This design comes from an exercise in tuning for small area, a short achievable clock period and few clock cycles per item on the open sky130 flow, not from production work.
Function was checked by simulation only, so behaviour that the tests miss may differ from the original.

--- flow/flow/run.sh ---
#!/bin/bash
# The standard layout, with timing repair aiming below the design's clock
# period (the SDC is unchanged; only the repair margin is raised). Extra make
# variables, one per line, come from flow/args.txt.
set -euo pipefail
mapfile -t ARGS < flow/args.txt
bash standard.sh "${ARGS[@]}" finish > standard_finish.log 2>&1
--- flow/flow/args.txt ---
SETUP_SLACK_MARGIN=6.65
BUFFER_PORTS_ARGS=-buffer_cell sky130_fd_sc_hd__buf_2
--- flow/standard.sh ---
#!/bin/bash
# synth_recipe.tcl (not shown) runs the flow's synth.tcl, then flattens the netlist and writes it again
# the make line also repeats each setting of config.mk as NAME=value (left out here)
make -C /OpenROAD-flow-scripts/flow DESIGN_CONFIG=/design/flow/config.mk WORK_HOME=/design/flow/orfs CLKGATE_MAP_FILE= SYNTH_SCRIPT=/design/flow/synth_recipe.tcl "${@:-finish}"
--- flow/config.mk ---
export PLATFORM = sky130hd
export DESIGN_NAME = sparse_dot_top
export DESIGN_NICKNAME = sparse_dot_top
export VERILOG_FILES = /design/flow/design.v
export SDC_FILE = /design/flow/constraint.sdc
export NUM_CORES = 4
export LEC_CHECK = 0
export ABC_CLOCK_PERIOD_IN_PS = 3000
export CAP_MARGIN = 20
export CORE_MARGIN = 2
export CORE_UTILIZATION = 60
export CTS_CLUSTER_DIAMETER = 80
export CTS_CLUSTER_SIZE = 30
export SLEW_MARGIN = 20
--- flow/constraint.sdc ---
create_clock -name core_clock -period 10.0 [get_ports {clk}]
set_input_delay 2.0000 -clock core_clock [delete_from_list [all_inputs] [get_ports {clk}]]
set_output_delay 2.0000 -clock core_clock [all_outputs]
set_load 0.01 [all_outputs]
--- flow/design.v ---
`default_nettype none
package sparse_pkg;
    localparam int WORD_W  = 16;               
    localparam int INDEX_W = 6;                
    localparam int ADDR_W  = 2 + INDEX_W;      
    localparam int ACC_W   = 2 * WORD_W + 1;   
    localparam int LANES   = 2;                
    localparam int MAX_DIM = 8;                
    localparam int DIM_W   = 4;                
    typedef enum logic [1:0] {
        BANK_A0,
        BANK_A1,
        BANK_B0,
        BANK_B1
    } bank_e;
    typedef logic [LANES-1:0]  lane_mask_t;
    typedef logic [WORD_W-1:0] word_t;
    typedef logic [ACC_W-1:0]  acc_t;
    typedef enum logic [1:0] {
        WALK_IDLE,
        WALK_ISSUE,    
        WALK_WAIT,     
        WALK_DONE
    } walk_state_e;
    typedef enum logic [1:0] {
        FETCH_IDLE,
        FETCH_READ_A,
        FETCH_READ_B,
        FETCH_CLOSE    
    } fetch_state_e;
endpackage
`default_nettype wire
`timescale 1ns/100ps
`default_nettype none
module pair_walker (
    input  logic        clk,
    input  logic        rst,
    input  logic        start,
    input  logic [3:0]  num_rows,
    input  logic [3:0]  num_cols,
    input  logic [15:0] bitmap_a,
    input  logic [15:0] bitmap_b,
    output logic        issue,       
    output logic        issue_last,  
    output logic [1:0]  pair_mask,   
    output logic [2:0]  row,
    output logic [2:0]  col,
    output logic [2:0]  ka0,
    output logic [2:0]  ka1,
    output logic [2:0]  kb0,
    output logic [2:0]  kb1
);
    logic       run;
    logic       empty;
    logic       last_col;
    logic       last_row;
    logic [1:0] a_bits;
    logic [1:0] b_bits;
    assign empty    = (num_rows == 4'd0) || (num_cols == 4'd0);
    assign issue    = run || (start && !empty);
    assign last_col = ({1'b0, col} == num_cols - 4'd1);
    assign last_row = ({1'b0, row} == num_rows - 4'd1);
    assign issue_last = last_col && last_row;
    assign a_bits = bitmap_a[{row, 1'b0} +: 2];
    assign b_bits = bitmap_b[{col, 1'b0} +: 2];
    assign pair_mask = a_bits & b_bits;
    always_ff @(posedge clk or negedge rst) begin
        if (!rst) begin
            run <= 1'b0;
            row <= '0;
            col <= '0;
            ka0 <= '0;
            ka1 <= '0;
            kb0 <= '0;
            kb1 <= '0;
        end else if (issue) begin
            if (last_col) begin
                col <= '0;
                kb0 <= '0;
                kb1 <= '0;
                if (last_row) begin
                    run <= 1'b0;
                    row <= '0;
                    ka0 <= '0;
                    ka1 <= '0;
                end else begin
                    run <= 1'b1;
                    row <= row + 3'd1;
                    ka0 <= ka0 + {2'b0, a_bits[0]};
                    ka1 <= ka1 + {2'b0, a_bits[1]};
                end
            end else begin
                run <= 1'b1;
                col <= col + 3'd1;
                kb0 <= kb0 + {2'b0, b_bits[0]};
                kb1 <= kb1 + {2'b0, b_bits[1]};
            end
        end
    end
endmodule
`default_nettype wire
`timescale 1ns/100ps
`default_nettype none
module operand_fetch (
    input  logic              clk,
    input  logic              rst,
    input  logic              issue,
    input  logic              issue_last,
    input  logic [1:0]        pair_mask,
    input  logic [2:0]        row,
    input  logic [2:0]        col,
    input  sparse_pkg::word_t a0_val,
    input  sparse_pkg::word_t a1_val,
    input  sparse_pkg::word_t b0_val,
    input  sparse_pkg::word_t b1_val,
    output logic              op_valid,
    output logic              op_last,
    output logic [2:0]        op_row,
    output logic [2:0]        op_col,
    output sparse_pkg::word_t op_a0,
    output sparse_pkg::word_t op_a1,
    output logic [7:0]        op_on0,
    output logic [7:0]        op_tw0,
    output logic [7:0]        op_ng0,
    output logic              op_r80,
    output logic [7:0]        op_on1,
    output logic [7:0]        op_tw1,
    output logic [7:0]        op_ng1,
    output logic              op_r81
);
    logic [7:0] on0, tw0, ng0, on1, tw1, ng1;
    logic       r80, r81;
    booth_enc i_enc0 (.b(b0_val), .m(pair_mask[0]), .on(on0), .tw(tw0), .ng(ng0), .r8(r80));
    booth_enc i_enc1 (.b(b1_val), .m(pair_mask[1]), .on(on1), .tw(tw1), .ng(ng1), .r8(r81));
    always_ff @(posedge clk or negedge rst) begin
        if (!rst) begin
            op_valid <= 1'b0;
        end else begin
            op_valid <= issue;
        end
    end
    always_ff @(posedge clk) begin
        op_last <= issue_last;
        op_row  <= row;
        op_col  <= col;
        op_a0   <= a0_val;
        op_a1   <= a1_val;
        op_on0  <= on0;
        op_tw0  <= tw0;
        op_ng0  <= ng0;
        op_r80  <= r80;
        op_on1  <= on1;
        op_tw1  <= tw1;
        op_ng1  <= ng1;
        op_r81  <= r81;
    end
endmodule
`default_nettype wire
`timescale 1ns/100ps
`default_nettype none
module value_store (
    input  logic                           clk,
    input  logic                           load_en,
    input  sparse_pkg::bank_e              load_bank,
    input  logic [sparse_pkg::INDEX_W-1:0] load_index,
    input  sparse_pkg::word_t              load_data,
    input  logic [2:0]                     a0_idx,
    input  logic [2:0]                     a1_idx,
    input  logic [2:0]                     b0_idx,
    input  logic [2:0]                     b1_idx,
    output sparse_pkg::word_t              a0_val,
    output sparse_pkg::word_t              a1_val,
    output sparse_pkg::word_t              b0_val,
    output sparse_pkg::word_t              b1_val
);
    sparse_pkg::word_t mem [4][8];
    always_ff @(posedge clk) begin
        for (int b = 0; b < 4; b++) begin
            for (int i = 0; i < 8; i++) begin
                if (load_en && load_bank == b && load_index == i) begin
                    mem[b][i] <= load_data;
                end
            end
        end
    end
    assign a0_val = mem[0][a0_idx];
    assign a1_val = mem[1][a1_idx];
    assign b0_val = mem[2][b0_idx];
    assign b1_val = mem[3][b1_idx];
endmodule
`default_nettype wire
`default_nettype none
module booth_enc (
    input  wire [15:0] b,
    input  wire        m,
    output wire [7:0]  on,
    output wire [7:0]  tw,
    output wire [7:0]  ng,
    output wire        r8
);
    wire [17:0] bx = {1'b0, b, 1'b0};
    genvar gj;
    for (gj = 0; gj < 8; gj++) begin : g_enc
        assign on[gj] = m & (bx[2*gj+1] ^ bx[2*gj]);
        assign tw[gj] = m & ((bx[2*gj+2] & ~bx[2*gj+1] & ~bx[2*gj]) | (~bx[2*gj+2] & bx[2*gj+1] & bx[2*gj]));
        assign ng[gj] = m & bx[2*gj+2];
    end
    assign r8 = m & b[15];
endmodule
module mul_cs (
    input  wire [15:0] a,
    input  wire [7:0]  on,
    input  wire [7:0]  tw,
    input  wire [7:0]  ng,
    input  wire        r8,
    output wire [32:0] s,
    output wire [32:0] c
);
    wire [17:0] ax = {1'b0, a, 1'b0};
    genvar gj;
    wire [16:0] pp0;
    for (gj = 0; gj < 17; gj++) begin : g_pp0
        assign pp0[gj] = ((on[0] & ax[gj+1]) | (tw[0] & ax[gj])) ^ ng[0];
    end
    wire [16:0] pp1;
    for (gj = 0; gj < 17; gj++) begin : g_pp1
        assign pp1[gj] = ((on[1] & ax[gj+1]) | (tw[1] & ax[gj])) ^ ng[1];
    end
    wire [16:0] pp2;
    for (gj = 0; gj < 17; gj++) begin : g_pp2
        assign pp2[gj] = ((on[2] & ax[gj+1]) | (tw[2] & ax[gj])) ^ ng[2];
    end
    wire [16:0] pp3;
    for (gj = 0; gj < 17; gj++) begin : g_pp3
        assign pp3[gj] = ((on[3] & ax[gj+1]) | (tw[3] & ax[gj])) ^ ng[3];
    end
    wire [16:0] pp4;
    for (gj = 0; gj < 17; gj++) begin : g_pp4
        assign pp4[gj] = ((on[4] & ax[gj+1]) | (tw[4] & ax[gj])) ^ ng[4];
    end
    wire [16:0] pp5;
    for (gj = 0; gj < 17; gj++) begin : g_pp5
        assign pp5[gj] = ((on[5] & ax[gj+1]) | (tw[5] & ax[gj])) ^ ng[5];
    end
    wire [16:0] pp6;
    for (gj = 0; gj < 17; gj++) begin : g_pp6
        assign pp6[gj] = ((on[6] & ax[gj+1]) | (tw[6] & ax[gj])) ^ ng[6];
    end
    wire [16:0] pp7;
    for (gj = 0; gj < 17; gj++) begin : g_pp7
        assign pp7[gj] = ((on[7] & ax[gj+1]) | (tw[7] & ax[gj])) ^ ng[7];
    end
    wire [15:0] pp8 = a & {16{r8}};
    wire t1;
    wire t2;
    wire t3;
    wire t4;
    wire t5;
    wire t6;
    wire t7;
    wire t8;
    wire t9;
    wire t10;
    wire t11;
    wire t12;
    wire t13;
    wire t14;
    wire t15;
    wire t16;
    wire t17;
    wire t18;
    wire t19;
    wire t20;
    wire t21;
    wire t22;
    wire t23;
    wire t24;
    wire t25;
    wire t26;
    wire t27;
    wire t28;
    wire t29;
    wire t30;
    wire t31;
    wire t32;
    wire t33;
    wire t34;
    wire t35;
    wire t36;
    wire t37;
    wire t38;
    wire t39;
    wire t40;
    wire t41;
    wire t42;
    wire t43;
    wire t44;
    wire t45;
    wire t46;
    wire t47;
    wire t48;
    wire t49;
    wire t50;
    wire t51;
    wire t52;
    wire t53;
    wire t54;
    wire t55;
    wire t56;
    wire t57;
    wire t58;
    wire t59;
    wire t60;
    wire t61;
    wire t62;
    wire t63;
    wire t64;
    wire t65;
    wire t66;
    wire t67;
    wire t68;
    wire t69;
    wire t70;
    wire t71;
    wire t72;
    wire t73;
    wire t74;
    wire t75;
    wire t76;
    wire t77;
    wire t78;
    wire t79;
    wire t80;
    wire t81;
    wire t82;
    wire t83;
    wire t84;
    wire t85;
    wire t86;
    wire t87;
    wire t88;
    wire t89;
    wire t90;
    wire t91;
    wire t92;
    wire t93;
    wire t94;
    wire t95;
    wire t96;
    wire t97;
    wire t98;
    wire t99;
    wire t100;
    wire t101;
    wire t102;
    wire t103;
    wire t104;
    wire t105;
    wire t106;
    wire t107;
    wire t108;
    wire t109;
    wire t110;
    wire t111;
    wire t112;
    wire t113;
    wire t114;
    wire t115;
    wire t116;
    wire t117;
    wire t118;
    wire t119;
    wire t120;
    wire t121;
    wire t122;
    wire t123;
    wire t124;
    wire t125;
    wire t126;
    wire t127;
    wire t128;
    wire t129;
    wire t130;
    wire t131;
    wire t132;
    wire t133;
    wire t134;
    wire t135;
    wire t136;
    wire t137;
    wire t138;
    wire t139;
    wire t140;
    wire t141;
    wire t142;
    wire t143;
    wire t144;
    wire t145;
    wire t146;
    wire t147;
    wire t148;
    wire t149;
    wire t150;
    wire t151;
    wire t152;
    wire t153;
    wire t154;
    wire t155;
    wire t156;
    wire t157;
    wire t158;
    wire t159;
    wire t160;
    wire t161;
    wire t162;
    wire t163;
    wire t164;
    wire t165;
    wire t166;
    wire t167;
    wire t168;
    wire t169;
    wire t170;
    wire t171;
    wire t172;
    wire t173;
    wire t174;
    wire t175;
    wire t176;
    wire t177;
    wire t178;
    wire t179;
    wire t180;
    wire t181;
    wire t182;
    wire t183;
    wire t184;
    wire t185;
    wire t186;
    wire t187;
    wire t188;
    wire t189;
    wire t190;
    wire t191;
    wire t192;
    wire t193;
    wire t194;
    wire t195;
    wire t196;
    wire t197;
    wire t198;
    wire t199;
    wire t200;
    wire t201;
    wire t202;
    wire t203;
    wire t204;
    wire t205;
    wire t206;
    wire t207;
    wire t208;
    wire t209;
    wire t210;
    wire t211;
    wire t212;
    wire t213;
    wire t214;
    wire t215;
    wire t216;
    wire t217;
    wire t218;
    wire t219;
    wire t220;
    wire t221;
    wire t222;
    wire t223;
    wire t224;
    wire t225;
    wire t226;
    wire t227;
    wire t228;
    wire t229;
    wire t230;
    wire t231;
    wire t232;
    wire t233;
    wire t234;
    wire t235;
    wire t236;
    wire t237;
    wire t238;
    wire t239;
    wire t240;
    wire t241;
    wire t242;
    wire t243;
    wire t244;
    wire t245;
    wire t246;
    wire t247;
    wire t248;
    wire t249;
    wire t250;
    wire t251;
    wire t252;
    wire t253;
    wire t254;
    wire t255;
    wire t256;
    wire t257;
    wire t258;
    wire t259;
    wire t260;
    wire t261;
    wire t262;
    wire t263;
    wire t264;
    assign t1 = pp0[10] ^ pp1[8];
    assign t2 = pp0[10] & pp1[8];
    assign t3 = pp0[11] ^ pp1[9];
    assign t4 = pp0[11] & pp1[9];
    assign t5 = pp0[12] ^ pp1[10] ^ pp2[8];
    assign t6 = (pp0[12] & pp1[10]) | (pp0[12] & pp2[8]) | (pp1[10] & pp2[8]);
    assign t7 = pp3[6] ^ pp4[4];
    assign t8 = pp3[6] & pp4[4];
    assign t9 = pp0[13] ^ pp1[11] ^ pp2[9];
    assign t10 = (pp0[13] & pp1[11]) | (pp0[13] & pp2[9]) | (pp1[11] & pp2[9]);
    assign t11 = pp3[7] ^ pp4[5];
    assign t12 = pp3[7] & pp4[5];
    assign t13 = pp0[14] ^ pp1[12] ^ pp2[10];
    assign t14 = (pp0[14] & pp1[12]) | (pp0[14] & pp2[10]) | (pp1[12] & pp2[10]);
    assign t15 = pp3[8] ^ pp4[6] ^ pp5[4];
    assign t16 = (pp3[8] & pp4[6]) | (pp3[8] & pp5[4]) | (pp4[6] & pp5[4]);
    assign t17 = pp6[2] ^ pp7[0];
    assign t18 = pp6[2] & pp7[0];
    assign t19 = pp0[15] ^ pp1[13] ^ pp2[11];
    assign t20 = (pp0[15] & pp1[13]) | (pp0[15] & pp2[11]) | (pp1[13] & pp2[11]);
    assign t21 = pp3[9] ^ pp4[7] ^ pp5[5];
    assign t22 = (pp3[9] & pp4[7]) | (pp3[9] & pp5[5]) | (pp4[7] & pp5[5]);
    assign t23 = pp6[3] ^ pp7[1];
    assign t24 = pp6[3] & pp7[1];
    assign t25 = pp0[16] ^ pp1[14] ^ pp2[12];
    assign t26 = (pp0[16] & pp1[14]) | (pp0[16] & pp2[12]) | (pp1[14] & pp2[12]);
    assign t27 = pp3[10] ^ pp4[8] ^ pp5[6];
    assign t28 = (pp3[10] & pp4[8]) | (pp3[10] & pp5[6]) | (pp4[8] & pp5[6]);
    assign t29 = pp6[4] ^ pp7[2] ^ pp8[0];
    assign t30 = (pp6[4] & pp7[2]) | (pp6[4] & pp8[0]) | (pp7[2] & pp8[0]);
    assign t31 = ng[0] ^ pp1[15] ^ pp2[13];
    assign t32 = (ng[0] & pp1[15]) | (ng[0] & pp2[13]) | (pp1[15] & pp2[13]);
    assign t33 = pp3[11] ^ pp4[9] ^ pp5[7];
    assign t34 = (pp3[11] & pp4[9]) | (pp3[11] & pp5[7]) | (pp4[9] & pp5[7]);
    assign t35 = pp6[5] ^ pp7[3] ^ pp8[1];
    assign t36 = (pp6[5] & pp7[3]) | (pp6[5] & pp8[1]) | (pp7[3] & pp8[1]);
    assign t37 = ng[0] ^ pp1[16] ^ pp2[14];
    assign t38 = (ng[0] & pp1[16]) | (ng[0] & pp2[14]) | (pp1[16] & pp2[14]);
    assign t39 = pp3[12] ^ pp4[10] ^ pp5[8];
    assign t40 = (pp3[12] & pp4[10]) | (pp3[12] & pp5[8]) | (pp4[10] & pp5[8]);
    assign t41 = pp6[6] ^ pp7[4] ^ pp8[2];
    assign t42 = (pp6[6] & pp7[4]) | (pp6[6] & pp8[2]) | (pp7[4] & pp8[2]);
    assign t43 = ~ng[0] ^ ~ng[1] ^ pp2[15];
    assign t44 = (~ng[0] & ~ng[1]) | (~ng[0] & pp2[15]) | (~ng[1] & pp2[15]);
    assign t45 = pp3[13] ^ pp4[11] ^ pp5[9];
    assign t46 = (pp3[13] & pp4[11]) | (pp3[13] & pp5[9]) | (pp4[11] & pp5[9]);
    assign t47 = pp6[7] ^ pp7[5] ^ pp8[3];
    assign t48 = (pp6[7] & pp7[5]) | (pp6[7] & pp8[3]) | (pp7[5] & pp8[3]);
    assign t49 = 1'b1 ^ pp2[16] ^ pp3[14];
    assign t50 = (1'b1 & pp2[16]) | (1'b1 & pp3[14]) | (pp2[16] & pp3[14]);
    assign t51 = pp4[12] ^ pp5[10] ^ pp6[8];
    assign t52 = (pp4[12] & pp5[10]) | (pp4[12] & pp6[8]) | (pp5[10] & pp6[8]);
    assign t53 = pp7[6] ^ pp8[4];
    assign t54 = pp7[6] & pp8[4];
    assign t55 = ~ng[2] ^ pp3[15] ^ pp4[13];
    assign t56 = (~ng[2] & pp3[15]) | (~ng[2] & pp4[13]) | (pp3[15] & pp4[13]);
    assign t57 = pp5[11] ^ pp6[9] ^ pp7[7];
    assign t58 = (pp5[11] & pp6[9]) | (pp5[11] & pp7[7]) | (pp6[9] & pp7[7]);
    assign t59 = 1'b1 ^ pp3[16] ^ pp4[14];
    assign t60 = (1'b1 & pp3[16]) | (1'b1 & pp4[14]) | (pp3[16] & pp4[14]);
    assign t61 = pp5[12] ^ pp6[10];
    assign t62 = pp5[12] & pp6[10];
    assign t63 = ~ng[3] ^ pp4[15] ^ pp5[13];
    assign t64 = (~ng[3] & pp4[15]) | (~ng[3] & pp5[13]) | (pp4[15] & pp5[13]);
    assign t65 = 1'b1 ^ pp4[16];
    assign t66 = 1'b1 & pp4[16];
    assign t67 = pp0[6] ^ pp1[4];
    assign t68 = pp0[6] & pp1[4];
    assign t69 = pp0[7] ^ pp1[5];
    assign t70 = pp0[7] & pp1[5];
    assign t71 = pp0[8] ^ pp1[6] ^ pp2[4];
    assign t72 = (pp0[8] & pp1[6]) | (pp0[8] & pp2[4]) | (pp1[6] & pp2[4]);
    assign t73 = pp3[2] ^ pp4[0];
    assign t74 = pp3[2] & pp4[0];
    assign t75 = pp0[9] ^ pp1[7] ^ pp2[5];
    assign t76 = (pp0[9] & pp1[7]) | (pp0[9] & pp2[5]) | (pp1[7] & pp2[5]);
    assign t77 = pp3[3] ^ pp4[1];
    assign t78 = pp3[3] & pp4[1];
    assign t79 = t1 ^ pp2[6] ^ pp3[4];
    assign t80 = (t1 & pp2[6]) | (t1 & pp3[4]) | (pp2[6] & pp3[4]);
    assign t81 = pp4[2] ^ pp5[0] ^ ng[5];
    assign t82 = (pp4[2] & pp5[0]) | (pp4[2] & ng[5]) | (pp5[0] & ng[5]);
    assign t83 = t2 ^ t3 ^ pp2[7];
    assign t84 = (t2 & t3) | (t2 & pp2[7]) | (t3 & pp2[7]);
    assign t85 = pp3[5] ^ pp4[3] ^ pp5[1];
    assign t86 = (pp3[5] & pp4[3]) | (pp3[5] & pp5[1]) | (pp4[3] & pp5[1]);
    assign t87 = t4 ^ t5 ^ t7;
    assign t88 = (t4 & t5) | (t4 & t7) | (t5 & t7);
    assign t89 = pp5[2] ^ pp6[0] ^ ng[6];
    assign t90 = (pp5[2] & pp6[0]) | (pp5[2] & ng[6]) | (pp6[0] & ng[6]);
    assign t91 = t6 ^ t8 ^ t9;
    assign t92 = (t6 & t8) | (t6 & t9) | (t8 & t9);
    assign t93 = t11 ^ pp5[3] ^ pp6[1];
    assign t94 = (t11 & pp5[3]) | (t11 & pp6[1]) | (pp5[3] & pp6[1]);
    assign t95 = t10 ^ t12 ^ t13;
    assign t96 = (t10 & t12) | (t10 & t13) | (t12 & t13);
    assign t97 = t15 ^ t17 ^ ng[7];
    assign t98 = (t15 & t17) | (t15 & ng[7]) | (t17 & ng[7]);
    assign t99 = t14 ^ t16 ^ t18;
    assign t100 = (t14 & t16) | (t14 & t18) | (t16 & t18);
    assign t101 = t19 ^ t21 ^ t23;
    assign t102 = (t19 & t21) | (t19 & t23) | (t21 & t23);
    assign t103 = t20 ^ t22 ^ t24;
    assign t104 = (t20 & t22) | (t20 & t24) | (t22 & t24);
    assign t105 = t25 ^ t27 ^ t29;
    assign t106 = (t25 & t27) | (t25 & t29) | (t27 & t29);
    assign t107 = t26 ^ t28 ^ t30;
    assign t108 = (t26 & t28) | (t26 & t30) | (t28 & t30);
    assign t109 = t31 ^ t33 ^ t35;
    assign t110 = (t31 & t33) | (t31 & t35) | (t33 & t35);
    assign t111 = t32 ^ t34 ^ t36;
    assign t112 = (t32 & t34) | (t32 & t36) | (t34 & t36);
    assign t113 = t37 ^ t39 ^ t41;
    assign t114 = (t37 & t39) | (t37 & t41) | (t39 & t41);
    assign t115 = t38 ^ t40 ^ t42;
    assign t116 = (t38 & t40) | (t38 & t42) | (t40 & t42);
    assign t117 = t43 ^ t45 ^ t47;
    assign t118 = (t43 & t45) | (t43 & t47) | (t45 & t47);
    assign t119 = t44 ^ t46 ^ t48;
    assign t120 = (t44 & t46) | (t44 & t48) | (t46 & t48);
    assign t121 = t49 ^ t51 ^ t53;
    assign t122 = (t49 & t51) | (t49 & t53) | (t51 & t53);
    assign t123 = t50 ^ t52 ^ t54;
    assign t124 = (t50 & t52) | (t50 & t54) | (t52 & t54);
    assign t125 = t55 ^ t57 ^ pp8[5];
    assign t126 = (t55 & t57) | (t55 & pp8[5]) | (t57 & pp8[5]);
    assign t127 = t56 ^ t58 ^ t59;
    assign t128 = (t56 & t58) | (t56 & t59) | (t58 & t59);
    assign t129 = t61 ^ pp7[8] ^ pp8[6];
    assign t130 = (t61 & pp7[8]) | (t61 & pp8[6]) | (pp7[8] & pp8[6]);
    assign t131 = t60 ^ t62 ^ t63;
    assign t132 = (t60 & t62) | (t60 & t63) | (t62 & t63);
    assign t133 = pp6[11] ^ pp7[9] ^ pp8[7];
    assign t134 = (pp6[11] & pp7[9]) | (pp6[11] & pp8[7]) | (pp7[9] & pp8[7]);
    assign t135 = t64 ^ t65 ^ pp5[14];
    assign t136 = (t64 & t65) | (t64 & pp5[14]) | (t65 & pp5[14]);
    assign t137 = pp6[12] ^ pp7[10] ^ pp8[8];
    assign t138 = (pp6[12] & pp7[10]) | (pp6[12] & pp8[8]) | (pp7[10] & pp8[8]);
    assign t139 = t66 ^ ~ng[4] ^ pp5[15];
    assign t140 = (t66 & ~ng[4]) | (t66 & pp5[15]) | (~ng[4] & pp5[15]);
    assign t141 = pp6[13] ^ pp7[11] ^ pp8[9];
    assign t142 = (pp6[13] & pp7[11]) | (pp6[13] & pp8[9]) | (pp7[11] & pp8[9]);
    assign t143 = 1'b1 ^ pp5[16] ^ pp6[14];
    assign t144 = (1'b1 & pp5[16]) | (1'b1 & pp6[14]) | (pp5[16] & pp6[14]);
    assign t145 = pp7[12] ^ pp8[10];
    assign t146 = pp7[12] & pp8[10];
    assign t147 = ~ng[5] ^ pp6[15] ^ pp7[13];
    assign t148 = (~ng[5] & pp6[15]) | (~ng[5] & pp7[13]) | (pp6[15] & pp7[13]);
    assign t149 = 1'b1 ^ pp6[16];
    assign t150 = 1'b1 & pp6[16];
    assign t151 = pp0[4] ^ pp1[2];
    assign t152 = pp0[4] & pp1[2];
    assign t153 = pp0[5] ^ pp1[3];
    assign t154 = pp0[5] & pp1[3];
    assign t155 = t67 ^ pp2[2] ^ pp3[0];
    assign t156 = (t67 & pp2[2]) | (t67 & pp3[0]) | (pp2[2] & pp3[0]);
    assign t157 = t68 ^ t69 ^ pp2[3];
    assign t158 = (t68 & t69) | (t68 & pp2[3]) | (t69 & pp2[3]);
    assign t159 = t70 ^ t71 ^ t73;
    assign t160 = (t70 & t71) | (t70 & t73) | (t71 & t73);
    assign t161 = t72 ^ t74 ^ t75;
    assign t162 = (t72 & t74) | (t72 & t75) | (t74 & t75);
    assign t163 = t76 ^ t78 ^ t79;
    assign t164 = (t76 & t78) | (t76 & t79) | (t78 & t79);
    assign t165 = t80 ^ t82 ^ t83;
    assign t166 = (t80 & t82) | (t80 & t83) | (t82 & t83);
    assign t167 = t84 ^ t86 ^ t87;
    assign t168 = (t84 & t86) | (t84 & t87) | (t86 & t87);
    assign t169 = t88 ^ t90 ^ t91;
    assign t170 = (t88 & t90) | (t88 & t91) | (t90 & t91);
    assign t171 = t92 ^ t94 ^ t95;
    assign t172 = (t92 & t94) | (t92 & t95) | (t94 & t95);
    assign t173 = t96 ^ t98 ^ t99;
    assign t174 = (t96 & t98) | (t96 & t99) | (t98 & t99);
    assign t175 = t100 ^ t102 ^ t103;
    assign t176 = (t100 & t102) | (t100 & t103) | (t102 & t103);
    assign t177 = t104 ^ t106 ^ t107;
    assign t178 = (t104 & t106) | (t104 & t107) | (t106 & t107);
    assign t179 = t108 ^ t110 ^ t111;
    assign t180 = (t108 & t110) | (t108 & t111) | (t110 & t111);
    assign t181 = t112 ^ t114 ^ t115;
    assign t182 = (t112 & t114) | (t112 & t115) | (t114 & t115);
    assign t183 = t116 ^ t118 ^ t119;
    assign t184 = (t116 & t118) | (t116 & t119) | (t118 & t119);
    assign t185 = t120 ^ t122 ^ t123;
    assign t186 = (t120 & t122) | (t120 & t123) | (t122 & t123);
    assign t187 = t124 ^ t126 ^ t127;
    assign t188 = (t124 & t126) | (t124 & t127) | (t126 & t127);
    assign t189 = t128 ^ t130 ^ t131;
    assign t190 = (t128 & t130) | (t128 & t131) | (t130 & t131);
    assign t191 = t132 ^ t134 ^ t135;
    assign t192 = (t132 & t134) | (t132 & t135) | (t134 & t135);
    assign t193 = t136 ^ t138 ^ t139;
    assign t194 = (t136 & t138) | (t136 & t139) | (t138 & t139);
    assign t195 = t140 ^ t142 ^ t143;
    assign t196 = (t140 & t142) | (t140 & t143) | (t142 & t143);
    assign t197 = t144 ^ t146 ^ t147;
    assign t198 = (t144 & t146) | (t144 & t147) | (t146 & t147);
    assign t199 = t148 ^ t149 ^ pp7[14];
    assign t200 = (t148 & t149) | (t148 & pp7[14]) | (t149 & pp7[14]);
    assign t201 = t150 ^ ~ng[6] ^ pp7[15];
    assign t202 = (t150 & ~ng[6]) | (t150 & pp7[15]) | (~ng[6] & pp7[15]);
    assign t203 = 1'b1 ^ pp7[16];
    assign t204 = 1'b1 & pp7[16];
    assign t205 = pp0[2] ^ pp1[0];
    assign t206 = pp0[2] & pp1[0];
    assign t207 = pp0[3] ^ pp1[1];
    assign t208 = pp0[3] & pp1[1];
    assign t209 = t151 ^ pp2[0] ^ ng[2];
    assign t210 = (t151 & pp2[0]) | (t151 & ng[2]) | (pp2[0] & ng[2]);
    assign t211 = t152 ^ t153 ^ pp2[1];
    assign t212 = (t152 & t153) | (t152 & pp2[1]) | (t153 & pp2[1]);
    assign t213 = t154 ^ t155 ^ ng[3];
    assign t214 = (t154 & t155) | (t154 & ng[3]) | (t155 & ng[3]);
    assign t215 = t156 ^ t157 ^ pp3[1];
    assign t216 = (t156 & t157) | (t156 & pp3[1]) | (t157 & pp3[1]);
    assign t217 = t158 ^ t159 ^ ng[4];
    assign t218 = (t158 & t159) | (t158 & ng[4]) | (t159 & ng[4]);
    assign t219 = t160 ^ t161 ^ t77;
    assign t220 = (t160 & t161) | (t160 & t77) | (t161 & t77);
    assign t221 = t162 ^ t163 ^ t81;
    assign t222 = (t162 & t163) | (t162 & t81) | (t163 & t81);
    assign t223 = t164 ^ t165 ^ t85;
    assign t224 = (t164 & t165) | (t164 & t85) | (t165 & t85);
    assign t225 = t166 ^ t167 ^ t89;
    assign t226 = (t166 & t167) | (t166 & t89) | (t167 & t89);
    assign t227 = t168 ^ t169 ^ t93;
    assign t228 = (t168 & t169) | (t168 & t93) | (t169 & t93);
    assign t229 = t170 ^ t171 ^ t97;
    assign t230 = (t170 & t171) | (t170 & t97) | (t171 & t97);
    assign t231 = t172 ^ t173 ^ t101;
    assign t232 = (t172 & t173) | (t172 & t101) | (t173 & t101);
    assign t233 = t174 ^ t175 ^ t105;
    assign t234 = (t174 & t175) | (t174 & t105) | (t175 & t105);
    assign t235 = t176 ^ t177 ^ t109;
    assign t236 = (t176 & t177) | (t176 & t109) | (t177 & t109);
    assign t237 = t178 ^ t179 ^ t113;
    assign t238 = (t178 & t179) | (t178 & t113) | (t179 & t113);
    assign t239 = t180 ^ t181 ^ t117;
    assign t240 = (t180 & t181) | (t180 & t117) | (t181 & t117);
    assign t241 = t182 ^ t183 ^ t121;
    assign t242 = (t182 & t183) | (t182 & t121) | (t183 & t121);
    assign t243 = t184 ^ t185 ^ t125;
    assign t244 = (t184 & t185) | (t184 & t125) | (t185 & t125);
    assign t245 = t186 ^ t187 ^ t129;
    assign t246 = (t186 & t187) | (t186 & t129) | (t187 & t129);
    assign t247 = t188 ^ t189 ^ t133;
    assign t248 = (t188 & t189) | (t188 & t133) | (t189 & t133);
    assign t249 = t190 ^ t191 ^ t137;
    assign t250 = (t190 & t191) | (t190 & t137) | (t191 & t137);
    assign t251 = t192 ^ t193 ^ t141;
    assign t252 = (t192 & t193) | (t192 & t141) | (t193 & t141);
    assign t253 = t194 ^ t195 ^ t145;
    assign t254 = (t194 & t195) | (t194 & t145) | (t195 & t145);
    assign t255 = t196 ^ t197 ^ pp8[11];
    assign t256 = (t196 & t197) | (t196 & pp8[11]) | (t197 & pp8[11]);
    assign t257 = t198 ^ t199 ^ pp8[12];
    assign t258 = (t198 & t199) | (t198 & pp8[12]) | (t199 & pp8[12]);
    assign t259 = t200 ^ t201 ^ pp8[13];
    assign t260 = (t200 & t201) | (t200 & pp8[13]) | (t201 & pp8[13]);
    assign t261 = t202 ^ t203 ^ pp8[14];
    assign t262 = (t202 & t203) | (t202 & pp8[14]) | (t203 & pp8[14]);
    assign t263 = t204 ^ ~ng[7] ^ pp8[15];
    assign t264 = (t204 & ~ng[7]) | (t204 & pp8[15]) | (~ng[7] & pp8[15]);
    assign s = {t264, t262, t260, t258, t256, t254, t252, t250, t248, t246, t244, t242, t240, t238, t236, t234, t232, t230, t228, t226, t224, t222, t220, t218, t216, t214, t212, t210, t208, t206, t205, pp0[1], pp0[0]};
    assign c = {1'b1, t263, t261, t259, t257, t255, t253, t251, t249, t247, t245, t243, t241, t239, t237, t235, t233, t231, t229, t227, t225, t223, t221, t219, t217, t215, t213, t211, t209, t207, ng[1], 1'b0, ng[0]};
endmodule
module add4 (
    input  wire [32:0] x0,
    input  wire [32:0] x1,
    input  wire [32:0] x2,
    input  wire [32:0] x3,
    output wire [32:0] y
);
    wire u1;
    wire u2;
    wire u3;
    wire u4;
    wire u5;
    wire u6;
    wire u7;
    wire u8;
    wire u9;
    wire u10;
    wire u11;
    wire u12;
    wire u13;
    wire u14;
    wire u15;
    wire u16;
    wire u17;
    wire u18;
    wire u19;
    wire u20;
    wire u21;
    wire u22;
    wire u23;
    wire u24;
    wire u25;
    wire u26;
    wire u27;
    wire u28;
    wire u29;
    wire u30;
    wire u31;
    wire u32;
    wire u33;
    wire u34;
    wire u35;
    wire u36;
    wire u37;
    wire u38;
    wire u39;
    wire u40;
    wire u41;
    wire u42;
    wire u43;
    wire u44;
    wire u45;
    wire u46;
    wire u47;
    wire u48;
    wire u49;
    wire u50;
    wire u51;
    wire u52;
    wire u53;
    wire u54;
    wire u55;
    wire u56;
    wire u57;
    wire u58;
    wire u59;
    wire u60;
    wire u61;
    wire u62;
    wire u63;
    wire u64;
    wire u65;
    wire u66;
    wire u67;
    wire u68;
    wire u69;
    wire u70;
    wire u71;
    wire u72;
    wire u73;
    wire u74;
    wire u75;
    wire u76;
    wire u77;
    wire u78;
    wire u79;
    wire u80;
    wire u81;
    wire u82;
    wire u83;
    wire u84;
    wire u85;
    wire u86;
    wire u87;
    wire u88;
    wire u89;
    wire u90;
    wire u91;
    wire u92;
    wire u93;
    wire u94;
    wire u95;
    wire u96;
    wire u97;
    wire u98;
    wire u99;
    wire u100;
    wire u101;
    wire u102;
    wire u103;
    wire u104;
    wire u105;
    wire u106;
    wire u107;
    wire u108;
    wire u109;
    wire u110;
    wire u111;
    wire u112;
    wire u113;
    wire u114;
    wire u115;
    wire u116;
    wire u117;
    wire u118;
    wire u119;
    wire u120;
    wire u121;
    wire u122;
    wire u123;
    wire u124;
    wire u125;
    wire u126;
    wire u127;
    wire u128;
    wire u129;
    wire u130;
    wire u131;
    wire u132;
    assign u1 = x0[0] ^ x1[0];
    assign u2 = x0[0] & x1[0];
    assign u3 = x0[1] ^ x1[1] ^ x2[1];
    assign u4 = (x0[1] & x1[1]) | (x0[1] & x2[1]) | (x1[1] & x2[1]);
    assign u5 = x0[2] ^ x1[2] ^ x2[2];
    assign u6 = (x0[2] & x1[2]) | (x0[2] & x2[2]) | (x1[2] & x2[2]);
    assign u7 = x0[3] ^ x1[3] ^ x2[3];
    assign u8 = (x0[3] & x1[3]) | (x0[3] & x2[3]) | (x1[3] & x2[3]);
    assign u9 = x0[4] ^ x1[4] ^ x2[4];
    assign u10 = (x0[4] & x1[4]) | (x0[4] & x2[4]) | (x1[4] & x2[4]);
    assign u11 = x0[5] ^ x1[5] ^ x2[5];
    assign u12 = (x0[5] & x1[5]) | (x0[5] & x2[5]) | (x1[5] & x2[5]);
    assign u13 = x0[6] ^ x1[6] ^ x2[6];
    assign u14 = (x0[6] & x1[6]) | (x0[6] & x2[6]) | (x1[6] & x2[6]);
    assign u15 = x0[7] ^ x1[7] ^ x2[7];
    assign u16 = (x0[7] & x1[7]) | (x0[7] & x2[7]) | (x1[7] & x2[7]);
    assign u17 = x0[8] ^ x1[8] ^ x2[8];
    assign u18 = (x0[8] & x1[8]) | (x0[8] & x2[8]) | (x1[8] & x2[8]);
    assign u19 = x0[9] ^ x1[9] ^ x2[9];
    assign u20 = (x0[9] & x1[9]) | (x0[9] & x2[9]) | (x1[9] & x2[9]);
    assign u21 = x0[10] ^ x1[10] ^ x2[10];
    assign u22 = (x0[10] & x1[10]) | (x0[10] & x2[10]) | (x1[10] & x2[10]);
    assign u23 = x0[11] ^ x1[11] ^ x2[11];
    assign u24 = (x0[11] & x1[11]) | (x0[11] & x2[11]) | (x1[11] & x2[11]);
    assign u25 = x0[12] ^ x1[12] ^ x2[12];
    assign u26 = (x0[12] & x1[12]) | (x0[12] & x2[12]) | (x1[12] & x2[12]);
    assign u27 = x0[13] ^ x1[13] ^ x2[13];
    assign u28 = (x0[13] & x1[13]) | (x0[13] & x2[13]) | (x1[13] & x2[13]);
    assign u29 = x0[14] ^ x1[14] ^ x2[14];
    assign u30 = (x0[14] & x1[14]) | (x0[14] & x2[14]) | (x1[14] & x2[14]);
    assign u31 = x0[15] ^ x1[15] ^ x2[15];
    assign u32 = (x0[15] & x1[15]) | (x0[15] & x2[15]) | (x1[15] & x2[15]);
    assign u33 = x0[16] ^ x1[16] ^ x2[16];
    assign u34 = (x0[16] & x1[16]) | (x0[16] & x2[16]) | (x1[16] & x2[16]);
    assign u35 = x0[17] ^ x1[17] ^ x2[17];
    assign u36 = (x0[17] & x1[17]) | (x0[17] & x2[17]) | (x1[17] & x2[17]);
    assign u37 = x0[18] ^ x1[18] ^ x2[18];
    assign u38 = (x0[18] & x1[18]) | (x0[18] & x2[18]) | (x1[18] & x2[18]);
    assign u39 = x0[19] ^ x1[19] ^ x2[19];
    assign u40 = (x0[19] & x1[19]) | (x0[19] & x2[19]) | (x1[19] & x2[19]);
    assign u41 = x0[20] ^ x1[20] ^ x2[20];
    assign u42 = (x0[20] & x1[20]) | (x0[20] & x2[20]) | (x1[20] & x2[20]);
    assign u43 = x0[21] ^ x1[21] ^ x2[21];
    assign u44 = (x0[21] & x1[21]) | (x0[21] & x2[21]) | (x1[21] & x2[21]);
    assign u45 = x0[22] ^ x1[22] ^ x2[22];
    assign u46 = (x0[22] & x1[22]) | (x0[22] & x2[22]) | (x1[22] & x2[22]);
    assign u47 = x0[23] ^ x1[23] ^ x2[23];
    assign u48 = (x0[23] & x1[23]) | (x0[23] & x2[23]) | (x1[23] & x2[23]);
    assign u49 = x0[24] ^ x1[24] ^ x2[24];
    assign u50 = (x0[24] & x1[24]) | (x0[24] & x2[24]) | (x1[24] & x2[24]);
    assign u51 = x0[25] ^ x1[25] ^ x2[25];
    assign u52 = (x0[25] & x1[25]) | (x0[25] & x2[25]) | (x1[25] & x2[25]);
    assign u53 = x0[26] ^ x1[26] ^ x2[26];
    assign u54 = (x0[26] & x1[26]) | (x0[26] & x2[26]) | (x1[26] & x2[26]);
    assign u55 = x0[27] ^ x1[27] ^ x2[27];
    assign u56 = (x0[27] & x1[27]) | (x0[27] & x2[27]) | (x1[27] & x2[27]);
    assign u57 = x0[28] ^ x1[28] ^ x2[28];
    assign u58 = (x0[28] & x1[28]) | (x0[28] & x2[28]) | (x1[28] & x2[28]);
    assign u59 = x0[29] ^ x1[29] ^ x2[29];
    assign u60 = (x0[29] & x1[29]) | (x0[29] & x2[29]) | (x1[29] & x2[29]);
    assign u61 = x0[30] ^ x1[30] ^ x2[30];
    assign u62 = (x0[30] & x1[30]) | (x0[30] & x2[30]) | (x1[30] & x2[30]);
    assign u63 = x0[31] ^ x1[31] ^ x2[31];
    assign u64 = (x0[31] & x1[31]) | (x0[31] & x2[31]) | (x1[31] & x2[31]);
    assign u65 = x0[32] ^ x1[32] ^ x2[32];
    assign u66 = (x0[32] & x1[32]) | (x0[32] & x2[32]) | (x1[32] & x2[32]);
    assign u67 = u1 ^ x2[0];
    assign u68 = u1 & x2[0];
    assign u69 = u2 ^ u3 ^ x3[1];
    assign u70 = (u2 & u3) | (u2 & x3[1]) | (u3 & x3[1]);
    assign u71 = u4 ^ u5 ^ x3[2];
    assign u72 = (u4 & u5) | (u4 & x3[2]) | (u5 & x3[2]);
    assign u73 = u6 ^ u7 ^ x3[3];
    assign u74 = (u6 & u7) | (u6 & x3[3]) | (u7 & x3[3]);
    assign u75 = u8 ^ u9 ^ x3[4];
    assign u76 = (u8 & u9) | (u8 & x3[4]) | (u9 & x3[4]);
    assign u77 = u10 ^ u11 ^ x3[5];
    assign u78 = (u10 & u11) | (u10 & x3[5]) | (u11 & x3[5]);
    assign u79 = u12 ^ u13 ^ x3[6];
    assign u80 = (u12 & u13) | (u12 & x3[6]) | (u13 & x3[6]);
    assign u81 = u14 ^ u15 ^ x3[7];
    assign u82 = (u14 & u15) | (u14 & x3[7]) | (u15 & x3[7]);
    assign u83 = u16 ^ u17 ^ x3[8];
    assign u84 = (u16 & u17) | (u16 & x3[8]) | (u17 & x3[8]);
    assign u85 = u18 ^ u19 ^ x3[9];
    assign u86 = (u18 & u19) | (u18 & x3[9]) | (u19 & x3[9]);
    assign u87 = u20 ^ u21 ^ x3[10];
    assign u88 = (u20 & u21) | (u20 & x3[10]) | (u21 & x3[10]);
    assign u89 = u22 ^ u23 ^ x3[11];
    assign u90 = (u22 & u23) | (u22 & x3[11]) | (u23 & x3[11]);
    assign u91 = u24 ^ u25 ^ x3[12];
    assign u92 = (u24 & u25) | (u24 & x3[12]) | (u25 & x3[12]);
    assign u93 = u26 ^ u27 ^ x3[13];
    assign u94 = (u26 & u27) | (u26 & x3[13]) | (u27 & x3[13]);
    assign u95 = u28 ^ u29 ^ x3[14];
    assign u96 = (u28 & u29) | (u28 & x3[14]) | (u29 & x3[14]);
    assign u97 = u30 ^ u31 ^ x3[15];
    assign u98 = (u30 & u31) | (u30 & x3[15]) | (u31 & x3[15]);
    assign u99 = u32 ^ u33 ^ x3[16];
    assign u100 = (u32 & u33) | (u32 & x3[16]) | (u33 & x3[16]);
    assign u101 = u34 ^ u35 ^ x3[17];
    assign u102 = (u34 & u35) | (u34 & x3[17]) | (u35 & x3[17]);
    assign u103 = u36 ^ u37 ^ x3[18];
    assign u104 = (u36 & u37) | (u36 & x3[18]) | (u37 & x3[18]);
    assign u105 = u38 ^ u39 ^ x3[19];
    assign u106 = (u38 & u39) | (u38 & x3[19]) | (u39 & x3[19]);
    assign u107 = u40 ^ u41 ^ x3[20];
    assign u108 = (u40 & u41) | (u40 & x3[20]) | (u41 & x3[20]);
    assign u109 = u42 ^ u43 ^ x3[21];
    assign u110 = (u42 & u43) | (u42 & x3[21]) | (u43 & x3[21]);
    assign u111 = u44 ^ u45 ^ x3[22];
    assign u112 = (u44 & u45) | (u44 & x3[22]) | (u45 & x3[22]);
    assign u113 = u46 ^ u47 ^ x3[23];
    assign u114 = (u46 & u47) | (u46 & x3[23]) | (u47 & x3[23]);
    assign u115 = u48 ^ u49 ^ x3[24];
    assign u116 = (u48 & u49) | (u48 & x3[24]) | (u49 & x3[24]);
    assign u117 = u50 ^ u51 ^ x3[25];
    assign u118 = (u50 & u51) | (u50 & x3[25]) | (u51 & x3[25]);
    assign u119 = u52 ^ u53 ^ x3[26];
    assign u120 = (u52 & u53) | (u52 & x3[26]) | (u53 & x3[26]);
    assign u121 = u54 ^ u55 ^ x3[27];
    assign u122 = (u54 & u55) | (u54 & x3[27]) | (u55 & x3[27]);
    assign u123 = u56 ^ u57 ^ x3[28];
    assign u124 = (u56 & u57) | (u56 & x3[28]) | (u57 & x3[28]);
    assign u125 = u58 ^ u59 ^ x3[29];
    assign u126 = (u58 & u59) | (u58 & x3[29]) | (u59 & x3[29]);
    assign u127 = u60 ^ u61 ^ x3[30];
    assign u128 = (u60 & u61) | (u60 & x3[30]) | (u61 & x3[30]);
    assign u129 = u62 ^ u63 ^ x3[31];
    assign u130 = (u62 & u63) | (u62 & x3[31]) | (u63 & x3[31]);
    assign u131 = u64 ^ u65 ^ x3[32];
    assign u132 = (u64 & u65) | (u64 & x3[32]) | (u65 & x3[32]);
    wire [32:0] r0 = {u130, u128, u126, u124, u122, u120, u118, u116, u114, u112, u110, u108, u106, u104, u102, u100, u98, u96, u94, u92, u90, u88, u86, u84, u82, u80, u78, u76, u74, u72, u70, u68, u67};
    wire [32:0] r1 = {u131, u129, u127, u125, u123, u121, u119, u117, u115, u113, u111, u109, u107, u105, u103, u101, u99, u97, u95, u93, u91, u89, u87, u85, u83, u81, u79, u77, u75, u73, u71, u69, x3[0]};
    assign y = r0 + r1;
endmodule
`default_nettype wire
`timescale 1ns/100ps
`default_nettype none
module sparse_dot_top #(
    parameter int MAX_ROWS = sparse_pkg::MAX_DIM,
    parameter int MAX_COLS = sparse_pkg::MAX_DIM
) (
    input  logic                                  clk,
    input  logic                                  rst,
    input  logic                                  load_en,
    input  sparse_pkg::bank_e                     load_bank,
    input  logic [sparse_pkg::INDEX_W-1:0]        load_index,
    input  sparse_pkg::word_t                     load_data,
    input  logic                                  start,
    input  logic [sparse_pkg::DIM_W-1:0]          num_rows,
    input  logic [sparse_pkg::DIM_W-1:0]          num_cols,
    input  logic [sparse_pkg::LANES*MAX_ROWS-1:0] bitmap_a,
    input  logic [sparse_pkg::LANES*MAX_COLS-1:0] bitmap_b,
    output logic                                  busy,
    output logic                                  done,
    output logic                                  result_valid,
    output logic [sparse_pkg::DIM_W-1:0]          result_row,
    output logic [sparse_pkg::DIM_W-1:0]          result_col,
    output sparse_pkg::acc_t                      result_value
);
    logic              issue;
    logic              issue_last;
    logic [1:0]        pair_mask;
    logic [2:0]        row;
    logic [2:0]        col;
    logic [2:0]        ka0;
    logic [2:0]        ka1;
    logic [2:0]        kb0;
    logic [2:0]        kb1;
    sparse_pkg::word_t a0_val;
    sparse_pkg::word_t a1_val;
    sparse_pkg::word_t b0_val;
    sparse_pkg::word_t b1_val;
    pair_walker i_pair_walker (
        .clk        (clk),
        .rst        (rst),
        .start      (start),
        .num_rows   (num_rows),
        .num_cols   (num_cols),
        .bitmap_a   (bitmap_a),
        .bitmap_b   (bitmap_b),
        .issue      (issue),
        .issue_last (issue_last),
        .pair_mask  (pair_mask),
        .row        (row),
        .col        (col),
        .ka0        (ka0),
        .ka1        (ka1),
        .kb0        (kb0),
        .kb1        (kb1)
    );
    value_store i_value_store (
        .clk        (clk),
        .load_en    (load_en),
        .load_bank  (load_bank),
        .load_index (load_index),
        .load_data  (load_data),
        .a0_idx     (ka0),
        .a1_idx     (ka1),
        .b0_idx     (kb0),
        .b1_idx     (kb1),
        .a0_val     (a0_val),
        .a1_val     (a1_val),
        .b0_val     (b0_val),
        .b1_val     (b1_val)
    );
    logic              op_valid;
    logic              op_last;
    logic [2:0]        op_row;
    logic [2:0]        op_col;
    sparse_pkg::word_t op_a0;
    sparse_pkg::word_t op_a1;
    logic [7:0]        op_on0, op_tw0, op_ng0;
    logic [7:0]        op_on1, op_tw1, op_ng1;
    logic              op_r80, op_r81;
    operand_fetch i_operand_fetch (
        .clk        (clk),
        .rst        (rst),
        .issue      (issue),
        .issue_last (issue_last),
        .pair_mask  (pair_mask),
        .row        (row),
        .col        (col),
        .a0_val     (a0_val),
        .a1_val     (a1_val),
        .b0_val     (b0_val),
        .b1_val     (b1_val),
        .op_valid   (op_valid),
        .op_last    (op_last),
        .op_row     (op_row),
        .op_col     (op_col),
        .op_a0      (op_a0),
        .op_a1      (op_a1),
        .op_on0     (op_on0),
        .op_tw0     (op_tw0),
        .op_ng0     (op_ng0),
        .op_r80     (op_r80),
        .op_on1     (op_on1),
        .op_tw1     (op_tw1),
        .op_ng1     (op_ng1),
        .op_r81     (op_r81)
    );
    logic [32:0] p0_s;
    logic [32:0] p0_c;
    logic [32:0] p1_s;
    logic [32:0] p1_c;
    mul_cs i_mul0 (.a(op_a0), .on(op_on0), .tw(op_tw0), .ng(op_ng0), .r8(op_r80), .s(p0_s), .c(p0_c));
    mul_cs i_mul1 (.a(op_a1), .on(op_on1), .tw(op_tw1), .ng(op_ng1), .r8(op_r81), .s(p1_s), .c(p1_c));
    logic        cs_valid;
    logic        cs_last;
    logic [2:0]  cs_row;
    logic [2:0]  cs_col;
    logic [32:0] cs_p0_s;
    logic [32:0] cs_p0_c;
    logic [32:0] cs_p1_s;
    logic [32:0] cs_p1_c;
    always_ff @(posedge clk or negedge rst) begin
        if (!rst) begin
            cs_valid <= 1'b0;
        end else begin
            cs_valid <= op_valid;
        end
    end
    always_ff @(posedge clk) begin
        cs_last <= op_last;
        cs_row  <= op_row;
        cs_col  <= op_col;
        cs_p0_s <= p0_s;
        cs_p0_c <= p0_c;
        cs_p1_s <= p1_s;
        cs_p1_c <= p1_c;
    end
    logic [32:0] sum;
    add4 i_add4 (
        .x0 (cs_p0_s),
        .x1 (cs_p0_c),
        .x2 (cs_p1_s),
        .x3 (cs_p1_c),
        .y  (sum)
    );
    logic empty_start;
    assign empty_start = start && ((num_rows == 4'd0) || (num_cols == 4'd0));
    always_ff @(posedge clk or negedge rst) begin
        if (!rst) begin
            result_valid <= 1'b0;
            done         <= 1'b0;
            busy         <= 1'b0;
        end else begin
            result_valid <= cs_valid;
            done         <= (cs_valid && cs_last) || empty_start;
            busy         <= start || (busy && !done);
        end
    end
    always_ff @(posedge clk) begin
        result_row   <= {1'b0, cs_row};
        result_col   <= {1'b0, cs_col};
        result_value <= sum;
    end
endmodule
`default_nettype wire
==> results of run 1 <==
[critical path, cell delays in order, from the launching register on]
cell       delay (ps)
dfxtp_2           340
fa_1              530
inv_1              50
fa_1              480
inv_2              50
ha_4              230
and3_1            180
a221o_1           380
o211ai_2          220
a21oi_2           100
or2_4             280
a2111oi_4         380
nor3_2             60
[kinds of logic (layout without fill, tap and decap cells)]
| kind of cell | Yosys count | after routing |
|---|---|---|
| DFF | 797 | 797 |
| AOI/OAI and AO/OA | 600 | 600 |
| buffers and inverters | 512 | 491 |
| and+or+nand+nor | 481 | 481 |
| adders and majority gates | 357 | 357 |
| xor gates and xnor gates | 327 | 327 |
| muxes | 150 | 150 |
| other | 1 | 4 |
[through the flow]
| stage | instance area [um2] | std cells | hold WS, ps | util, % |
|---|---|---|---|---|
| floorplan | 41520 | 3226 | 309.6 | - |
| global placement | 42350 | 3997 | 309.7 | 62.72 |
| detailed placement | 42360 | 3998 | 312.1 | 62.74 |
| CTS | 44020 | 4075 | 336.9 | 65.20 |
| global route | 44150 | 4078 | 346.0 | 65.39 |
| finish | 44150 | 4080 | 336.7 | 65.39 |
[routing by layer]
metal | global-route usage [%] | routed length (um) | vias up | part of all wire, %
li1 | - | - | 11170 | -
met1 | 39.55 | 40910 | 12642 | 40
met2 | 50.42 | 50680 | 1036 | 50
met3 | 3.897 | 6738 | 185 | 6.6
met4 | 11.08 | 4006 | 4 | 3.9
met5 | 0 | 27 | - | 0.026
[how the worst min path moves through the flow]
stage	from	to	slack (ps)
3_5_place_dp	i_operand_fetch.op_last	cs_last	310
2_1_floorplan	i_operand_fetch.op_col[0]	cs_col[0]	310
3_3_place_gp	cs_col[1]	result_col[1]	310
4_1_cts	cs_row[2]	result_row[2]	340
5_1_grt	cs_row[2]	result_row[2]	350
6_report	i_operand_fetch.op_last	cs_last	340
[area by class of cell]
type,instances,share of cell area (%)
antenna,2,0.01134
clock buffer,50,2.494
clock inverter,23,0.8077
inverter,279,2.375
multi-input combinational,1917,41.72
sequential,797,48.35
tap,873,2.474
timing repair buffer,139,1.771
[placed cells by master, fill, tap and decap left out, types with 17 or more instances in the layout]
| master | count |
|---|---|
| a21oi_1 | 80 |
| a221oi_1 | 40 |
| a22oi_1 | 262 |
| a31oi_1 | 17 |
| and2_1 | 23 |
| buf_2 | 109 |
| buf_4 | 28 |
| clkbuf_16 | 42 |
| dfrtp_1 | 20 |
| dfxtp_1 | 187 |
| dfxtp_2 | 55 |
| dfxtp_4 | 19 |
| edfxtp_1 | 512 |
| fa_1 | 267 |
| ha_1 | 73 |
| inv_1 | 266 |
| mux2_2 | 36 |
| mux2i_1 | 62 |
| mux4_2 | 47 |
| nand2_1 | 167 |
| nand3_1 | 35 |
| nor2_1 | 125 |
| nor2_4 | 32 |
| nor2b_1 | 19 |
| o21ai_0 | 67 |
| o21ai_1 | 18 |
| xnor2_1 | 247 |
| xor2_1 | 80 |
[flip-flops by register name, summed over array words and instances, names as in the netlist, 8 cells and up]
signal and cells:
cs_p1_c 31, cs_p0_s 33, i_operand_fetch.op_on0 8, result_value 33, i_operand_fetch.op_ng0 8, cs_p0_c 31
i_operand_fetch.op_a0 16, cs_p1_s 33, i_operand_fetch.op_ng1 8, i_operand_fetch.op_tw0 8, i_operand_fetch.op_on1 8, i_operand_fetch.op_tw1 8
i_value_store.mem 512, i_operand_fetch.op_a1 16
[timing repair]
item | in CTS | in global routing
resized for setup | 86 | 39
pin swaps | 10 | 15
setup buffers | 4 | 3
setup endpoints to repair | 79 | 57
hold buffers | 0 | 0
==> notes.md, run 1 <==
Post-synth EDFFs 512; Worst slew margin between 20% and 30%; R2R setup slack 6610 ps; Synth Flop Type edfxtp_1; status timing/DRC/antenna clean; asr flop ratio synth 3.011%; Slew @ Worst Pin 1106 ps; share of the synthesized area in the top cell type between 30% and 40%; worst hold path depth 0; Required @ worst endpoint 10510 ps; Clock Latency Late Sink 630 ps; clk sink count 797; wirelength, routed 102.4 mm; area leader, netlist edfxtp_1; Die Wd roughly 270 um; Reg clk slew, reported paths 100 ps; Final #Nets between 3000 and 4000; Final Cycle Share 33.93%; worst setup path category reg -> reg; Critical Path Start Type flip-flop; crit end category flip-flop; Final min period ~3400 ps; post-synthesis cell type count 76; worst r2r dst result_value[20]; Seq/Total Area, Yosys about half; DP HPWL 69.46 mm; first-pass GRT wire length 157.8 mm; port bufs 109; Arrival @ worst endpoint ~4000 ps; die height 265.6 um; vias per cell roughly 6.1; share of cells above drive strength 1 around 15%; Syn Area/Cell 12.73 um2; area of the multi-input gates about 0.018 mm2; post-route ant nets 0; gr usage total 29.75%; post-synthesis compound-gate area fraction 10.27%; Reg-to-Reg Start cs_p0_s[4]; RSZ-0062 raised after global routing true; most frequent cell after synthesis edfxtp_1; initial core utilization 60.82%; vias in the first global route 25896; Hold Path Class reg -> reg; Layout Skew 42.62 ps; Avg WL per Cell roughly 25 um; main combinational cell family by area after synthesis adder cells; via count 25037; Syn Inst Count 3225; htree depth 2; mux share of post-synthesis cell area under 10%; register area 0.02135 mm2; Final Slew Violations 0; Ys Warns 5; crit path launch cs_p0_s[4]; CTS Root Cell clkbuf_16; setup_tns 0 ps; simple-gate share of the synthesized area 5.268%; initial drt markers between 2000 and 3000; maxcap violations 0; crit-path max FO 5; worst r2r path cells 12; Syn-to-layout area delta 7.520%; Final Hold Fails 0; number of remaining DRC errors 0; synth top area cells edfxtp_1, fa_1, dfxtp_1, xnor2_1, a22oi_1; synthesized flop and latch total 797; gpl congestion between 0.8 and 0.9; XOR/XNOR Fraction of Synth Area ~7%; DRT Pass-1 Iters 6; post-synthesis adder-cell area fraction between 10% and 20%; total gr overflow 0; Max clock buf depth 3; initial antenna violation count 2; maximum clock rate 294.7 MHz; fill cell count 5109; die area 0.07055 mm2; Mapped Area 0.04106 mm2; CORE AREA 0.06751 mm2; final worst slack 6607 ps; Place WS roughly 6000 ps; row cnt 95; CTS buffer count between 40 and 50; CTS tree done; largest net degree at the start of global routing 49; Worst Setup EP result_value[20]; Post-synth top cells edfxtp_1, inv_1, fa_1; Top-Level Pins 112; final setup fails 0
Testbench counts, summed over its fixed seeds: cycles 10,520, items 9,944.
==> run 2, diff against run 1 <==
==> flow/flow/args.txt (replaced) <==
SETUP_SLACK_MARGIN=6.75
BUFFER_PORTS_ARGS=-buffer_cell sky130_fd_sc_hd__buf_2
==> run 2 against run 1 <==
  * Clock skew shrank 1.7 ps
  * Global-route usage grew 0.071 points
  * Routed wire length grew 1.8%
  * Sequential cell count is the same
  * Worst hold slack lost 7.6 ps
  * Synthesized cell count is the same
  * Critical path type unchanged
==> notes.md, run 2 <==
first-pass GRT wire length 158.5 mm; WL met1 41.74 mm; Seq/Total Area, Yosys 51.63%; total gr overflow 0; synthesized flop and latch total roughly 800; placed insts 3994; number of remaining DRC errors 0; Slew @ Worst Pin 911.2 ps; setup_tns 0 ps; clk sink count 797; CTS Hold Buffers Added 0; Post-synth EDFFs between 500 and 600; status timing/DRC/antenna clean; area leader, netlist edfxtp_1; share of the synthesized area in the top cell type approximately 37%; gpl congestion 0.9058; asr flop ratio synth under 10%; CP Cell Sequence fa_1 -> inv_2 -> fa_1 -> inv_2 -> ha_4 -> buf_6 -> nand3_4 -> nor2_4 -> o41ai_4 -> a21o_1 -> o21ai_4 -> and4_1 -> or3_1; share of cells above drive strength 1 16.90%; Hold Path Class reg -> reg; Largest register FFs 512; Syn Area/Cell 12.73 um2; htree depth 2; Reg clk slew, reported paths 110 ps; Syn-to-layout area delta 10.23%; worst path bufs/invs 3; Final min period about 3400 ps; Met2 Wirelength 50.32 mm; gr usage total 29.82%; Arrival @ worst endpoint 3890 ps; RSZ-0062 raised after global routing true; Top delay family on crit path adder cells; crit end category flip-flop; CORE AREA just under 0.07 mm2; maxcap violations 0; most frequent cell after synthesis edfxtp_1; Final Slew Violations 0; post-synthesis cell type count 76; Worst slew margin 37.52%; Final Cycle Share between 30% and 40%; Mapped Area 0.04106 mm2; row cnt 95; Max clock buf depth 3; Required @ worst endpoint 10500 ps; vias in the first global route between 20000 and 30000; Layout Skew ~41 ps; Top reg by flops i_value_store.mem; Avg WL per Cell approximately 25 um; Top-Level Pins approximately 110; DP HPWL 71.25 mm; initial core utilization approximately three fifths; initial antenna violation count 10; largest net degree at the start of global routing 49; maximum clock rate a little under 300 MHz; crit-path max FO 4; die area 0.07055 mm2; Post-synth top cells edfxtp_1, inv_1, fa_1; CP max-delay cell fa_1; DRT Pass-1 Iters 5; Final Hold Fails 0; commonest cells after routing, fill and taps aside edfxtp_1, inv_1, fa_1; commonest non-fill, non-tap cell in the layout edfxtp_1; Die Wd about 270 um; register area 0.02143 mm2; initial drt markers 2761; CTS Root Cell clkbuf_16; Critical Path Start Type flip-flop; CP peak stage delay 550 ps; die height 265.6 um; CTS tree done; Synth Flop Type edfxtp_1; post-route ant nets 0; routed wire length on met3 ~8.7 mm; fill cell count 4938; port bufs 109; area of the multi-input gates 0.01861 mm2; wirelength, routed 104.2 mm; Top Metal Used met5; Ys Warns 5; CTS buffer count 41; vias per cell 6.202; Clock Latency Late Sink approximately 630 ps; via count 25616; Layout Utilization between 60% and 70%; final setup fails 0; synth top area cells edfxtp_1, fa_1, dfxtp_1, xnor2_1, a22oi_1; worst setup path category reg -> reg; final non-filler cell total ~4100; Hold WS 329.1 ps; Syn Inst Count 3225; Final #Nets 3651
run 2: cell count changes in the layout (fill, tap and decap cells not counted), sizes merged:
| cell | previous run | this run |
|---|---|---|
| clkinvlp | 0 | 2 |
| inv | 284 | 281 |
| diode | 2 | 3 |
| clkbuf | 50 | 48 |
| bufinv | 0 | 2 |
| clkinv | 18 | 17 |
| buf | 139 | 190 |
run 2: metal layers:
| layer | global-route usage [%] | vias to the layer above |
|---|---|---|
| met5 | 0 | - |
| met4 | 9.353 | 12 |
| met3 | 4.397 | 208 |
| met2 | 49.14 | 1220 |
| met1 | 41.31 | 12893 |
| li1 | - | 11283 |
run 2: logic make-up after synthesis:
logic type,Yosys count,synth area share [%]
and+or+nand+nor,481,5.268
DFF,797,51.63
adders and majority gates,357,15.76
muxes,150,5.220
AOI/OAI and AO/OA,600,10.27
xor gates and xnor gates,327,6.975
buffers and inverters,512,4.869
other,1,0.009132
run 2: timing repair:
item | CTS | global route
pin swaps | 20 | 53
endpoints found under the setup margin | 146 | 477
setup buffers | 14 | 48
resized for setup | 133 | 69
run 2: final timing paths:
check	startpoint	slack, ps	cells past startpoint	to
min in group asynchronous	rst	1330	1	i_pair_walker.col[0]
min reg2reg	i_operand_fetch.op_row[2]	330	0	cs_row[2]
max reg2reg	cs_p0_s[4]	6610	13	result_value[31]
max	cs_p0_s[4]	6610	13	result_value[31]
min	i_operand_fetch.op_row[2]	330	0	cs_row[2]
max in group asynchronous	rst	8280	1	i_pair_walker.ka0[0]
run 2: final cells by class:
| cell class | instances | share of cell area [%] |
|---|---|---|
| Tap cell | 873 | 2.413 |
| Multi-Input combinational cell | 1917 | 41.12 |
| Antenna cell | 3 | 0.01659 |
| Timing Repair Buffer | 190 | 3.447 |
| Clock inverter | 23 | 0.8846 |
| Inverter | 279 | 2.375 |
| Sequential cell | 797 | 47.35 |
| Clock buffer | 48 | 2.394 |
run 2: per-stage QoR:
stage	cell area, um2	setup slack (ps)
finish	45260	6610
global route	45260	6521
CTS	44320	6628
detailed placement	42430	5915
global placement	42430	6011
floorplan	41640	6561

## separate check: timing with driven ports
No port has a modelled driver above. Below, the same layouts with a new extraction and two added sets of constraints.
Step 1 sets driving cells, clkbuf_16 on the clock port and buf_2 on the other inputs (assumed; they add their load-dependent delay and slew).
Step 2 moves the port delays by t, midway between the first and last clock arrival at a register: inputs arrive t later, outputs are due t later. That takes back most of the time a late clock gives input paths.
Three values: no drivers, after step 1, after step 2; two values: the first two.
run	shift t [ns]	setup slack, ns	hold slack, ns
run 1	0.680	6.607 / 6.607 / 6.086	0.337 / 0.337 / 0.337
run 2	0.677	6.610 / 6.610 / 6.208	0.329 / 0.329 / 0.329
After both steps setup and hold are still met in every run listed. For run 1, which loses most, drivers alone change the setup slack by 0.000 ns; drivers and shift together by -0.521 ns.
